Context: an optimization exercise on an open-source flow, tuned for small area, a short achievable clock period and few clock cycles. The choices shown serve that exercise and are no tape-out recipe.
Function was checked by simulation only, so behaviour that the tests miss may differ from the original.
Power figures rest on the tool's default switching activity, not on a simulated workload.

==> inputs of 02-28 <==
==> flow/design.v <==
package row_accum_pkg;
    localparam int VAL_W      = 32;
    localparam int ROW_W      = 16;
    localparam int COL_W      = 5;
    localparam int NBANK      = 4;
    localparam int BANK_DEPTH = 8;
    localparam int BANK_W     = 2;
    localparam int SLOT_W     = 3;
    localparam int NCOL       = NBANK * BANK_DEPTH;
    typedef logic [VAL_W-1:0]  val_t;
    typedef logic [ROW_W-1:0]  row_t;
    typedef logic [COL_W-1:0]  col_t;
    typedef logic [BANK_W-1:0] bank_t;
    typedef logic [SLOT_W-1:0] slot_t;
    typedef logic [BANK_DEPTH-1:0] bitmap_t;
    typedef enum logic [1:0] {
        FILL  = 2'd0,
        START = 2'd1,
        MERGE = 2'd2
    } fill_state_t;
endpackage
module row_accum_top (
    input  logic                 clk,
    input  logic                 rst_n,
    input  logic                 in_valid,
    output logic                 in_ready,
    input  row_accum_pkg::val_t  in_val,
    input  row_accum_pkg::row_t  in_row,
    input  row_accum_pkg::col_t  in_col,
    input  logic                 in_last,
    output logic                 out_valid,
    input  logic                 out_ready,
    output row_accum_pkg::val_t  out_val,
    output row_accum_pkg::col_t  out_col,
    output logic                 out_last,
    output logic                 row_done
);
    localparam int NCOL = row_accum_pkg::NCOL;
    localparam int VW   = row_accum_pkg::VAL_W;
    localparam int NQ   = 3;    
    localparam int NSD  = 3;    
    typedef logic [NCOL-1:0]     bmap_t;
    typedef row_accum_pkg::col_t col_t;
    typedef row_accum_pkg::val_t val_t;
    val_t mem [NCOL];
    logic                first_q;
    row_accum_pkg::row_t cur_row_q;
    logic                rdy_q;
    logic                acc;
    logic                in_new;    
    logic                in_chg;    
    assign in_ready = rdy_q;
    assign acc      = in_valid && rdy_q;
    assign in_new   = first_q || (in_row != cur_row_q);
    assign in_chg   = !first_q && (in_row != cur_row_q);
    always_ff @(posedge clk or negedge rst_n) begin
        if (!rst_n) begin
            first_q   <= 1'b1;
            cur_row_q <= '0;
        end else if (acc) begin
            first_q   <= in_last;
            cur_row_q <= in_row;
        end
    end
    logic   a_v, a_last, a_new, a_chg;
    col_t   a_col;
    bmap_t  a_oh;                     
    val_t   a_val;
    logic   s_v, s_last, s_new, s_chg;
    col_t   s_col;
    val_t   s_val;
    logic   b_v, b_last;
    col_t   b_col;
    bmap_t  b_oh;                     
    val_t   b_val, b_op, sum;
    bmap_t  bm_open;                  
    bmap_t  q [NQ];                   
    logic [NQ-1:0] qv;                
    logic [NQ-1:0] sg;                
    logic   qsp1_q, qsp2_q;           
    bmap_t  ml;                       
    logic [NSD-1:0] sd_v;
    col_t   sd_col [NSD];
    val_t   sd_val [NSD];
    logic [1:0] ecnt;
    col_t   e0_col, e1_col;
    bmap_t  e0_oh;                    
    logic   e0_last, e1_last;
    logic   e_load;
    bmap_t  dec_a, dec_e;
    val_t   rd_a, rd_e;
    bmap_t  dec_in, dec_s, dec_e1;
    always_comb begin
        dec_in = '0;
        dec_s  = '0;
        dec_e1 = '0;
        dec_in[in_col] = 1'b1;
        dec_s[s_col]   = 1'b1;
        dec_e1[e1_col] = 1'b1;
    end
    assign dec_a = a_oh;
    assign dec_e = e0_oh;
    always_comb begin
        rd_a = '0;
        rd_e = '0;
        for (int i = 0; i < NCOL; i++) begin
            rd_a = rd_a | (mem[i] & {VW{dec_a[i]}});
            rd_e = rd_e | (mem[i] & {VW{dec_e[i]}});
        end
    end
    logic           sd_has_a, sd_any_free, lock_a, move_a;
    logic [NSD-1:0] sd_alloc;
    bmap_t          b_bit, push_bits;
    logic           b_hit, fwd_a, closing_a, push_now, stall_a, adv_a, a_free;
    always_comb begin
        sd_has_a    = 1'b0;
        sd_any_free = 1'b0;
        sd_alloc    = '0;
        for (int k = 0; k < NSD; k++) begin
            if (sd_v[k] && (sd_col[k] == a_col)) sd_has_a = 1'b1;
            if (!sd_v[k] && !sd_any_free) sd_alloc[k] = 1'b1;
            if (!sd_v[k]) sd_any_free = 1'b1;
        end
    end
    always_comb begin
        b_bit = b_v ? b_oh : '0;
    end
    assign push_bits = bm_open | b_bit;
    assign b_hit     = b_v && (b_col == a_col);
    assign fwd_a     = !a_new && b_hit;
    assign closing_a = a_v && a_chg && qsp1_q;
    assign push_now  = closing_a || (b_v && b_last);
    assign lock_a    = (|(ml & a_oh)) || (push_now && ((|(bm_open & a_oh)) || b_hit));
    assign stall_a   = (lock_a && !(sd_any_free && !sd_has_a)) ||
                       (a_chg && !qsp1_q) ||
                       (a_last && (push_now ? !qsp2_q : !qsp1_q));
    assign adv_a     = a_v && !stall_a;
    assign a_free    = !a_v || adv_a;
    assign move_a    = adv_a && lock_a;
    always_ff @(posedge clk or negedge rst_n) begin
        if (!rst_n) begin
            a_v   <= 1'b0;
            s_v   <= 1'b0;
            rdy_q <= 1'b1;
        end else begin
            if (a_free) begin
                a_v   <= s_v || acc;
                s_v   <= s_v && acc;
                rdy_q <= !(s_v && acc);
            end else begin
                s_v   <= s_v || acc;
                rdy_q <= !(s_v || acc);
            end
        end
    end
    always_ff @(posedge clk) begin
        if (a_free) begin
            if (s_v) begin
                a_col <= s_col; a_oh <= dec_s; a_val <= s_val; a_last <= s_last;
                a_new <= s_new; a_chg <= s_chg;
            end else begin
                a_col <= in_col; a_oh <= dec_in; a_val <= in_val; a_last <= in_last;
                a_new <= in_new; a_chg <= in_chg;
            end
        end else if (closing_a) begin
            a_chg <= 1'b0;
        end
        if (a_free ? s_v : !s_v) begin
            s_col <= in_col; s_val <= in_val; s_last <= in_last;
            s_new <= in_new; s_chg <= in_chg;
        end
    end
    always_ff @(posedge clk or negedge rst_n) begin
        if (!rst_n) begin
            b_v <= 1'b0;
        end else begin
            b_v <= adv_a;
        end
    end
    always_ff @(posedge clk) begin
        b_col  <= a_col;
        b_oh   <= a_oh;
        b_val  <= a_val;
        b_last <= a_last;
        if (fwd_a) begin
            b_op <= sum;
        end else if (!a_new && (|(bm_open & a_oh))) begin
            b_op <= rd_a;
        end else begin
            b_op <= '0;
        end
    end
    assign sum = b_op + b_val;
    always_ff @(posedge clk) begin
        for (int i = 0; i < NCOL; i++) begin
            if (b_bit[i]) mem[i] <= sum;
        end
    end
    always_ff @(posedge clk or negedge rst_n) begin
        if (!rst_n) begin
            bm_open <= '0;
        end else if (push_now) begin
            bm_open <= '0;
        end else begin
            bm_open <= push_bits;
        end
    end
    bmap_t  q0_low, q0_rest, q0_below;
    logic   pick, pop;
    col_t   q0_col;
    bmap_t  pf [6];
    always_comb begin
        pf[0] = q[0];
        for (int k = 1; k < 6; k++) begin
            for (int i = 0; i < NCOL; i++) begin
                pf[k][i] = pf[k-1][i] | ((i >= (1 << (k - 1))) ? pf[k-1][(i >= (1 << (k - 1))) ? i - (1 << (k - 1)) : 0] : 1'b0);
            end
        end
        q0_below = {pf[5][NCOL-2:0], 1'b0};
    end
    assign q0_low   = q[0] & ~q0_below;
    assign q0_rest  = q[0] & q0_below;
    logic [NCOL-1:0] c1 [6], c2 [6], c3 [6];
    logic            q0_two;
    always_comb begin
        c1[0] = q[0];
        c2[0] = '0;
        c3[0] = '0;
        for (int k = 1; k < 6; k++) begin
            c1[k] = '0;
            c2[k] = '0;
            c3[k] = '0;
            for (int i = 0; i < (NCOL >> k); i++) begin
                c1[k][i] = c1[k-1][2*i] | c1[k-1][2*i+1];
                c2[k][i] = c2[k-1][2*i] | c2[k-1][2*i+1] | (c1[k-1][2*i] & c1[k-1][2*i+1]);
                c3[k][i] = c3[k-1][2*i] | c3[k-1][2*i+1] |
                           (c2[k-1][2*i] & c1[k-1][2*i+1]) | (c1[k-1][2*i] & c2[k-1][2*i+1]);
            end
        end
        q0_two = c2[5][0] && !c3[5][0];
    end
    logic [NCOL-1:0] p1 [6], p2 [6];
    logic            pb_one;
    always_comb begin
        p1[0] = push_bits;
        p2[0] = '0;
        for (int k = 1; k < 6; k++) begin
            p1[k] = '0;
            p2[k] = '0;
            for (int i = 0; i < (NCOL >> k); i++) begin
                p1[k][i] = p1[k-1][2*i] | p1[k-1][2*i+1];
                p2[k][i] = p2[k-1][2*i] | p2[k-1][2*i+1] | (p1[k-1][2*i] & p1[k-1][2*i+1]);
            end
        end
        pb_one = p1[5][0] && !p2[5][0];
    end
    always_comb begin
        q0_col = '0;
        for (int i = 0; i < NCOL; i++) begin
            if (q0_low[i]) q0_col = q0_col | col_t'(i);
        end
    end
    assign pick = qv[0] && (ecnt != 2'd2);
    assign pop  = pick && sg[0];
    bmap_t         qs [NQ];
    logic [NQ-1:0] qvs, sgs;
    logic          pushed;
    always_comb begin
        for (int i = 0; i < NQ; i++) begin
            if (pop) begin
                qs[i]  = (i < NQ - 1) ? q[(i < NQ - 1) ? i + 1 : i] : '0;
                qvs[i] = (i < NQ - 1) ? qv[(i < NQ - 1) ? i + 1 : i] : 1'b0;
                sgs[i] = (i < NQ - 1) ? sg[(i < NQ - 1) ? i + 1 : i] : 1'b0;
            end else if (pick && i == 0) begin
                qs[i]  = q0_rest;
                qvs[i] = qv[i];
                sgs[i] = q0_two;
            end else begin
                qs[i]  = q[i];
                qvs[i] = qv[i];
                sgs[i] = sg[i];
            end
        end
        pushed = 1'b0;
        for (int i = 0; i < NQ; i++) begin
            if (push_now && !pushed && !qvs[i]) begin
                qs[i]  = push_bits;
                qvs[i] = 1'b1;
                sgs[i] = pb_one;
                pushed = 1'b1;
            end
        end
    end
    always_ff @(posedge clk or negedge rst_n) begin
        if (!rst_n) begin
            for (int i = 0; i < NQ; i++) q[i] <= '0;
            qv <= '0;
            sg <= '0;
        end else begin
            for (int i = 0; i < NQ; i++) q[i] <= qs[i];
            qv <= qvs;
            sg <= sgs;
        end
    end
    assign qsp1_q = !qv[NQ-1];
    assign qsp2_q = !qv[NQ-2];
    assign e_load = (ecnt != 2'd0) && (!out_valid || out_ready);
    always_ff @(posedge clk or negedge rst_n) begin
        if (!rst_n) begin
            ecnt <= '0;
        end else begin
            ecnt <= ecnt + 2'(pick) - 2'(e_load);
        end
    end
    always_ff @(posedge clk) begin
        if (e_load ? (ecnt == 2'd2) : (pick && ecnt == 2'd0)) begin
            e0_col  <= (ecnt == 2'd2) ? e1_col : q0_col;
            e0_oh   <= (ecnt == 2'd2) ? dec_e1 : q0_low;
            e0_last <= (ecnt == 2'd2) ? e1_last : pop;
        end else if (e_load && pick) begin
            e0_col  <= q0_col;
            e0_oh   <= q0_low;
            e0_last <= pop;
        end
        if (pick) begin
            e1_col  <= q0_col;
            e1_last <= pop;
        end
    end
    logic [NSD-1:0] sd_hit_e;
    logic           sd_any_hit_e;
    val_t           sd_val_e;
    always_comb begin
        sd_hit_e     = '0;
        sd_any_hit_e = 1'b0;
        sd_val_e     = '0;
        for (int k = 0; k < NSD; k++) begin
            if (sd_v[k] && (sd_col[k] == e0_col)) begin
                sd_hit_e[k]  = 1'b1;
                sd_any_hit_e = 1'b1;
                sd_val_e     = sd_val_e | sd_val[k];
            end
        end
    end
    always_ff @(posedge clk or negedge rst_n) begin
        if (!rst_n) begin
            out_valid <= 1'b0;
            row_done  <= 1'b0;
        end else begin
            if (e_load) out_valid <= 1'b1;
            else if (out_ready) out_valid <= 1'b0;
            row_done <= out_valid && out_ready && out_last;
        end
    end
    always_ff @(posedge clk) begin
        if (e_load) begin
            out_col  <= e0_col;
            out_val  <= sd_any_hit_e ? sd_val_e : rd_e;
            out_last <= e0_last;
        end
    end
    bmap_t ml_next;
    always_comb begin
        ml_next = ml;
        if (push_now) ml_next = ml_next | push_bits;
        if (e_load && !sd_any_hit_e) ml_next[e0_col] = 1'b0;
        if (move_a) ml_next[a_col] = 1'b0;
    end
    always_ff @(posedge clk or negedge rst_n) begin
        if (!rst_n) begin
            sd_v <= '0;
            ml   <= '0;
        end else begin
            for (int k = 0; k < NSD; k++) begin
                if (e_load && sd_hit_e[k]) sd_v[k] <= 1'b0;
                if (move_a && sd_alloc[k] && !(e_load && (e0_col == a_col)))
                    sd_v[k] <= 1'b1;
            end
            ml <= ml_next;
        end
    end
    always_ff @(posedge clk) begin
        for (int k = 0; k < NSD; k++) begin
            if (move_a && sd_alloc[k]) begin
                sd_col[k] <= a_col;
                sd_val[k] <= b_hit ? sum : rd_a;
            end
        end
    end
endmodule
==> flow/flow/run.sh <==
#!/bin/bash
set -euo pipefail
bash standard.sh SETUP_SLACK_MARGIN=6.4 finish > make_finish.log 2>&1
==> flow/standard.sh <==
#!/bin/bash
# synth_recipe.tcl (not shown) runs the flow's synth.tcl, then flattens the netlist and writes it again
# the make line also repeats each setting of config.mk as NAME=value (left out here)
make -C /OpenROAD-flow-scripts/flow DESIGN_CONFIG=/design/flow/config.mk WORK_HOME=/design/flow/orfs CLKGATE_MAP_FILE= SYNTH_SCRIPT=/design/flow/synth_recipe.tcl "${@:-finish}"
==> flow/config.mk <==
export PLATFORM = sky130hd
export DESIGN_NAME = row_accum_top
export DESIGN_NICKNAME = row_accum_top
export VERILOG_FILES = /design/flow/design.v
export SDC_FILE = /design/flow/constraint.sdc
export NUM_CORES = 4
export LEC_CHECK = 0
export ABC_CLOCK_PERIOD_IN_PS = 3500
export CAP_MARGIN = 20
export CELL_PAD_IN_SITES_DETAIL_PLACEMENT = 1
export CELL_PAD_IN_SITES_GLOBAL_PLACEMENT = 2
export CORE_MARGIN = 2
export CORE_UTILIZATION = 45
export CTS_CLUSTER_DIAMETER = 80
export CTS_CLUSTER_SIZE = 22
export PLACE_DENSITY = 0.55
export SETUP_SLACK_MARGIN = 5
export SLEW_MARGIN = 20
==> flow/constraint.sdc <==
create_clock -name core_clock -period 10.0 [get_ports {clk}]
set_input_delay 2.0000 -clock core_clock [delete_from_list [all_inputs] [get_ports {clk}]]
set_output_delay 2.0000 -clock core_clock [all_outputs]
set_load 0.01 [all_outputs]
==> inputs of 02-05, as changes to 02-28 <==
--- a/flow/design.v
+++ b/flow/design.v
@@ -65,5 +65,4 @@
     logic   a_v, a_last, a_new, a_chg;
     col_t   a_col;
-    bmap_t  a_oh;                     
     val_t   a_val;
     logic   s_v, s_last, s_new, s_chg;
@@ -72,10 +71,8 @@
     logic   b_v, b_last;
     col_t   b_col;
-    bmap_t  b_oh;                     
     val_t   b_val, b_op, sum;
     bmap_t  bm_open;                  
     bmap_t  q [NQ];                   
-    logic [NQ-1:0] qv;                
-    logic [NQ-1:0] sg;                
+    logic [2:0] qcnt;
     logic   qsp1_q, qsp2_q;           
     bmap_t  ml;                       
@@ -85,21 +82,13 @@
     logic [1:0] ecnt;
     col_t   e0_col, e1_col;
-    bmap_t  e0_oh;                    
     logic   e0_last, e1_last;
     logic   e_load;
     bmap_t  dec_a, dec_e;
     val_t   rd_a, rd_e;
-    bmap_t  dec_in, dec_s, dec_e1;
-    always_comb begin
-        dec_in = '0;
-        dec_s  = '0;
-        dec_e1 = '0;
-        dec_in[in_col] = 1'b1;
-        dec_s[s_col]   = 1'b1;
-        dec_e1[e1_col] = 1'b1;
-    end
-    assign dec_a = a_oh;
-    assign dec_e = e0_oh;
     always_comb begin
+        dec_a = '0;
+        dec_e = '0;
+        dec_a[a_col]  = 1'b1;
+        dec_e[e0_col] = 1'b1;
         rd_a = '0;
         rd_e = '0;
@@ -124,5 +113,6 @@
     end
     always_comb begin
-        b_bit = b_v ? b_oh : '0;
+        b_bit = '0;
+        if (b_v) b_bit[b_col] = 1'b1;
     end
     assign push_bits = bm_open | b_bit;
@@ -131,5 +121,5 @@
     assign closing_a = a_v && a_chg && qsp1_q;
     assign push_now  = closing_a || (b_v && b_last);
-    assign lock_a    = (|(ml & a_oh)) || (push_now && ((|(bm_open & a_oh)) || b_hit));
+    assign lock_a    = ml[a_col] || (push_now && (bm_open[a_col] || b_hit));
     assign stall_a   = (lock_a && !(sd_any_free && !sd_has_a)) ||
                        (a_chg && !qsp1_q) ||
@@ -157,8 +147,8 @@
         if (a_free) begin
             if (s_v) begin
-                a_col <= s_col; a_oh <= dec_s; a_val <= s_val; a_last <= s_last;
+                a_col <= s_col; a_val <= s_val; a_last <= s_last;
                 a_new <= s_new; a_chg <= s_chg;
             end else begin
-                a_col <= in_col; a_oh <= dec_in; a_val <= in_val; a_last <= in_last;
+                a_col <= in_col; a_val <= in_val; a_last <= in_last;
                 a_new <= in_new; a_chg <= in_chg;
             end
@@ -180,10 +170,9 @@
     always_ff @(posedge clk) begin
         b_col  <= a_col;
-        b_oh   <= a_oh;
         b_val  <= a_val;
         b_last <= a_last;
         if (fwd_a) begin
             b_op <= sum;
-        end else if (!a_new && (|(bm_open & a_oh))) begin
+        end else if (!a_new && bm_open[a_col]) begin
             b_op <= rd_a;
         end else begin
@@ -193,6 +182,6 @@
     assign sum = b_op + b_val;
     always_ff @(posedge clk) begin
-        for (int i = 0; i < NCOL; i++) begin
-            if (b_bit[i]) mem[i] <= sum;
+        if (b_v) begin
+            mem[b_col] <= sum;
         end
     end
@@ -206,53 +195,10 @@
         end
     end
-    bmap_t  q0_low, q0_rest, q0_below;
+    bmap_t  q0_low, q0_rest;
     logic   pick, pop;
     col_t   q0_col;
-    bmap_t  pf [6];
-    always_comb begin
-        pf[0] = q[0];
-        for (int k = 1; k < 6; k++) begin
-            for (int i = 0; i < NCOL; i++) begin
-                pf[k][i] = pf[k-1][i] | ((i >= (1 << (k - 1))) ? pf[k-1][(i >= (1 << (k - 1))) ? i - (1 << (k - 1)) : 0] : 1'b0);
-            end
-        end
-        q0_below = {pf[5][NCOL-2:0], 1'b0};
-    end
-    assign q0_low   = q[0] & ~q0_below;
-    assign q0_rest  = q[0] & q0_below;
-    logic [NCOL-1:0] c1 [6], c2 [6], c3 [6];
-    logic            q0_two;
-    always_comb begin
-        c1[0] = q[0];
-        c2[0] = '0;
-        c3[0] = '0;
-        for (int k = 1; k < 6; k++) begin
-            c1[k] = '0;
-            c2[k] = '0;
-            c3[k] = '0;
-            for (int i = 0; i < (NCOL >> k); i++) begin
-                c1[k][i] = c1[k-1][2*i] | c1[k-1][2*i+1];
-                c2[k][i] = c2[k-1][2*i] | c2[k-1][2*i+1] | (c1[k-1][2*i] & c1[k-1][2*i+1]);
-                c3[k][i] = c3[k-1][2*i] | c3[k-1][2*i+1] |
-                           (c2[k-1][2*i] & c1[k-1][2*i+1]) | (c1[k-1][2*i] & c2[k-1][2*i+1]);
-            end
-        end
-        q0_two = c2[5][0] && !c3[5][0];
-    end
-    logic [NCOL-1:0] p1 [6], p2 [6];
-    logic            pb_one;
-    always_comb begin
-        p1[0] = push_bits;
-        p2[0] = '0;
-        for (int k = 1; k < 6; k++) begin
-            p1[k] = '0;
-            p2[k] = '0;
-            for (int i = 0; i < (NCOL >> k); i++) begin
-                p1[k][i] = p1[k-1][2*i] | p1[k-1][2*i+1];
-                p2[k][i] = p2[k-1][2*i] | p2[k-1][2*i+1] | (p1[k-1][2*i] & p1[k-1][2*i+1]);
-            end
-        end
-        pb_one = p1[5][0] && !p2[5][0];
-    end
+    logic [2:0] qcnt_next;
+    assign q0_low  = q[0] & (~q[0] + bmap_t'(1));
+    assign q0_rest = q[0] & ~q0_low;
     always_comb begin
         q0_col = '0;
@@ -261,48 +207,29 @@
         end
     end
-    assign pick = qv[0] && (ecnt != 2'd2);
-    assign pop  = pick && sg[0];
-    bmap_t         qs [NQ];
-    logic [NQ-1:0] qvs, sgs;
-    logic          pushed;
-    always_comb begin
-        for (int i = 0; i < NQ; i++) begin
-            if (pop) begin
-                qs[i]  = (i < NQ - 1) ? q[(i < NQ - 1) ? i + 1 : i] : '0;
-                qvs[i] = (i < NQ - 1) ? qv[(i < NQ - 1) ? i + 1 : i] : 1'b0;
-                sgs[i] = (i < NQ - 1) ? sg[(i < NQ - 1) ? i + 1 : i] : 1'b0;
-            end else if (pick && i == 0) begin
-                qs[i]  = q0_rest;
-                qvs[i] = qv[i];
-                sgs[i] = q0_two;
-            end else begin
-                qs[i]  = q[i];
-                qvs[i] = qv[i];
-                sgs[i] = sg[i];
-            end
-        end
-        pushed = 1'b0;
-        for (int i = 0; i < NQ; i++) begin
-            if (push_now && !pushed && !qvs[i]) begin
-                qs[i]  = push_bits;
-                qvs[i] = 1'b1;
-                sgs[i] = pb_one;
-                pushed = 1'b1;
-            end
-        end
-    end
+    assign pick      = (qcnt != 3'd0) && (ecnt != 2'd2);
+    assign pop       = pick && (q0_rest == '0);
+    assign qcnt_next = qcnt + 3'(push_now) - 3'(pop);
     always_ff @(posedge clk or negedge rst_n) begin
         if (!rst_n) begin
             for (int i = 0; i < NQ; i++) q[i] <= '0;
-            qv <= '0;
-            sg <= '0;
-        end else begin
-            for (int i = 0; i < NQ; i++) q[i] <= qs[i];
-            qv <= qvs;
-            sg <= sgs;
+            qcnt   <= '0;
+            qsp1_q <= 1'b1;
+            qsp2_q <= 1'b1;
+        end else begin
+            for (int i = 0; i < NQ; i++) begin
+                if (pop) begin
+                    if (push_now && (3'(i) == qcnt - 3'd1)) q[i] <= push_bits;
+                    else if (i < NQ - 1) q[i] <= q[i+1];
+                    else q[i] <= '0;
+                end else begin
+                    if (push_now && (3'(i) == qcnt)) q[i] <= push_bits;
+                    else if (pick && i == 0) q[i] <= q0_rest;
+                end
+            end
+            qcnt   <= qcnt_next;
+            qsp1_q <= (qcnt_next < 3'(NQ));
+            qsp2_q <= (qcnt_next < 3'(NQ - 1));
         end
     end
-    assign qsp1_q = !qv[NQ-1];
-    assign qsp2_q = !qv[NQ-2];
     assign e_load = (ecnt != 2'd0) && (!out_valid || out_ready);
     always_ff @(posedge clk or negedge rst_n) begin
@@ -316,9 +243,7 @@
         if (e_load ? (ecnt == 2'd2) : (pick && ecnt == 2'd0)) begin
             e0_col  <= (ecnt == 2'd2) ? e1_col : q0_col;
-            e0_oh   <= (ecnt == 2'd2) ? dec_e1 : q0_low;
             e0_last <= (ecnt == 2'd2) ? e1_last : pop;
         end else if (e_load && pick) begin
             e0_col  <= q0_col;
-            e0_oh   <= q0_low;
             e0_last <= pop;
         end
==> flow/flow/run.sh (replaced) <==
#!/bin/bash
set -euo pipefail
bash standard.sh SETUP_SLACK_MARGIN=6.0 finish > make_finish.log 2>&1
--- a/flow/config.mk
+++ b/flow/config.mk
@@ -11,8 +11,6 @@
 export CELL_PAD_IN_SITES_GLOBAL_PLACEMENT = 2
 export CORE_MARGIN = 2
-export CORE_UTILIZATION = 45
-export CTS_CLUSTER_DIAMETER = 80
-export CTS_CLUSTER_SIZE = 22
-export PLACE_DENSITY = 0.55
+export CORE_UTILIZATION = 30
+export PLACE_DENSITY = 0.4
 export SETUP_SLACK_MARGIN = 5
 export SLEW_MARGIN = 20
==> inputs of 05-04, as changes to 02-28 <==
--- a/flow/design.v
+++ b/flow/design.v
@@ -46,18 +46,21 @@
     logic                first_q;
     row_accum_pkg::row_t cur_row_q;
-    logic                rdy_q;
+    logic                busy_q;    
     logic                acc;
     logic                in_new;    
     logic                in_chg;    
-    assign in_ready = rdy_q;
-    assign acc      = in_valid && rdy_q;
+    assign in_ready = !busy_q;
+    assign acc      = in_valid && !busy_q;
     assign in_new   = first_q || (in_row != cur_row_q);
     assign in_chg   = !first_q && (in_row != cur_row_q);
     always_ff @(posedge clk or negedge rst_n) begin
         if (!rst_n) begin
-            first_q   <= 1'b1;
-            cur_row_q <= '0;
+            first_q <= 1'b1;
         end else if (acc) begin
-            first_q   <= in_last;
+            first_q <= in_last;
+        end
+    end
+    always_ff @(posedge clk) begin
+        if (acc) begin
             cur_row_q <= in_row;
         end
@@ -142,13 +145,13 @@
             a_v   <= 1'b0;
             s_v   <= 1'b0;
-            rdy_q <= 1'b1;
+            busy_q <= 1'b0;
         end else begin
             if (a_free) begin
                 a_v   <= s_v || acc;
                 s_v   <= s_v && acc;
-                rdy_q <= !(s_v && acc);
+                busy_q <= s_v && acc;
             end else begin
                 s_v   <= s_v || acc;
-                rdy_q <= !(s_v || acc);
+                busy_q <= s_v || acc;
             end
         end
@@ -294,13 +297,14 @@
     always_ff @(posedge clk or negedge rst_n) begin
         if (!rst_n) begin
-            for (int i = 0; i < NQ; i++) q[i] <= '0;
             qv <= '0;
             sg <= '0;
         end else begin
-            for (int i = 0; i < NQ; i++) q[i] <= qs[i];
             qv <= qvs;
             sg <= sgs;
         end
     end
+    always_ff @(posedge clk) begin
+        for (int i = 0; i < NQ; i++) q[i] <= qs[i];
+    end
     assign qsp1_q = !qv[NQ-1];
     assign qsp2_q = !qv[NQ-2];
==> notes <==
- Worst hold slack: 02-05 < 02-28 < 05-04.
- First-iteration DRC count, highest first: 02-05, 02-28, 05-04.
- Wire length: 02-05 > 05-04 > 02-28.
- Final cell count: 02-05 is higher than 02-28 (22%).
- Critical path depth: 05-04 is lower than 02-05 (9).
- Non-clock buffer count, lowest first: 02-28, 05-04, 02-05.
- In 02-05 the sequential share of layout area is lower than in 05-04, by 9.6 points.
- Between 02-28 and 02-05, the lower sequential power is in 02-05 (gap about 10%, measured against 02-05).
- Die area, highest first: 02-05, 02-28, 05-04.
- Fmax, lowest first: 02-05, 05-04, 02-28.
Testbench counts of 02-28, summed over its fixed seeds: cycles 12,303.
Testbench counts of 02-05, summed over its fixed seeds: cycles 12,303.
Testbench counts of 05-04, summed over its fixed seeds: cycles 12,303.

==> separate check: timing with driven ports <==
The flow's constraints put no driver on any port. The routed layouts listed below were extracted and timed again, unchanged, in two steps. Step 1, drivers: a clkbuf_16 drives clk and a buf_2 each remaining input, both assumed. Step 2, shift: input delay + t, output delay - t, t = (earliest + latest rising clock arrival at the registers) / 2. This alone moves slack from input paths to output paths. Three values: no drivers, after step 1, after step 2; two values: the first two.
run	t (ns)	setup WS [ns]	latest minus earliest clock arrival (ns)	worst register clock-pin slew, ns	worst slew at a driven data input, ns
02-28	0.849	6.330 / 6.330 / 5.712	0.060 / 0.059	0.10 / 0.10	0.05
02-05	0.946	5.812 / 5.812 / 5.273	0.067 / 0.068	0.07 / 0.07	0.08
05-04	0.846	6.267 / 6.267 / 5.665	0.036 / 0.036	0.10 / 0.10	0.07
After both steps setup and hold are still met in every run listed. For 02-28, which loses most, drivers alone change the setup slack by 0.000 ns; drivers and shift together by -0.618 ns.
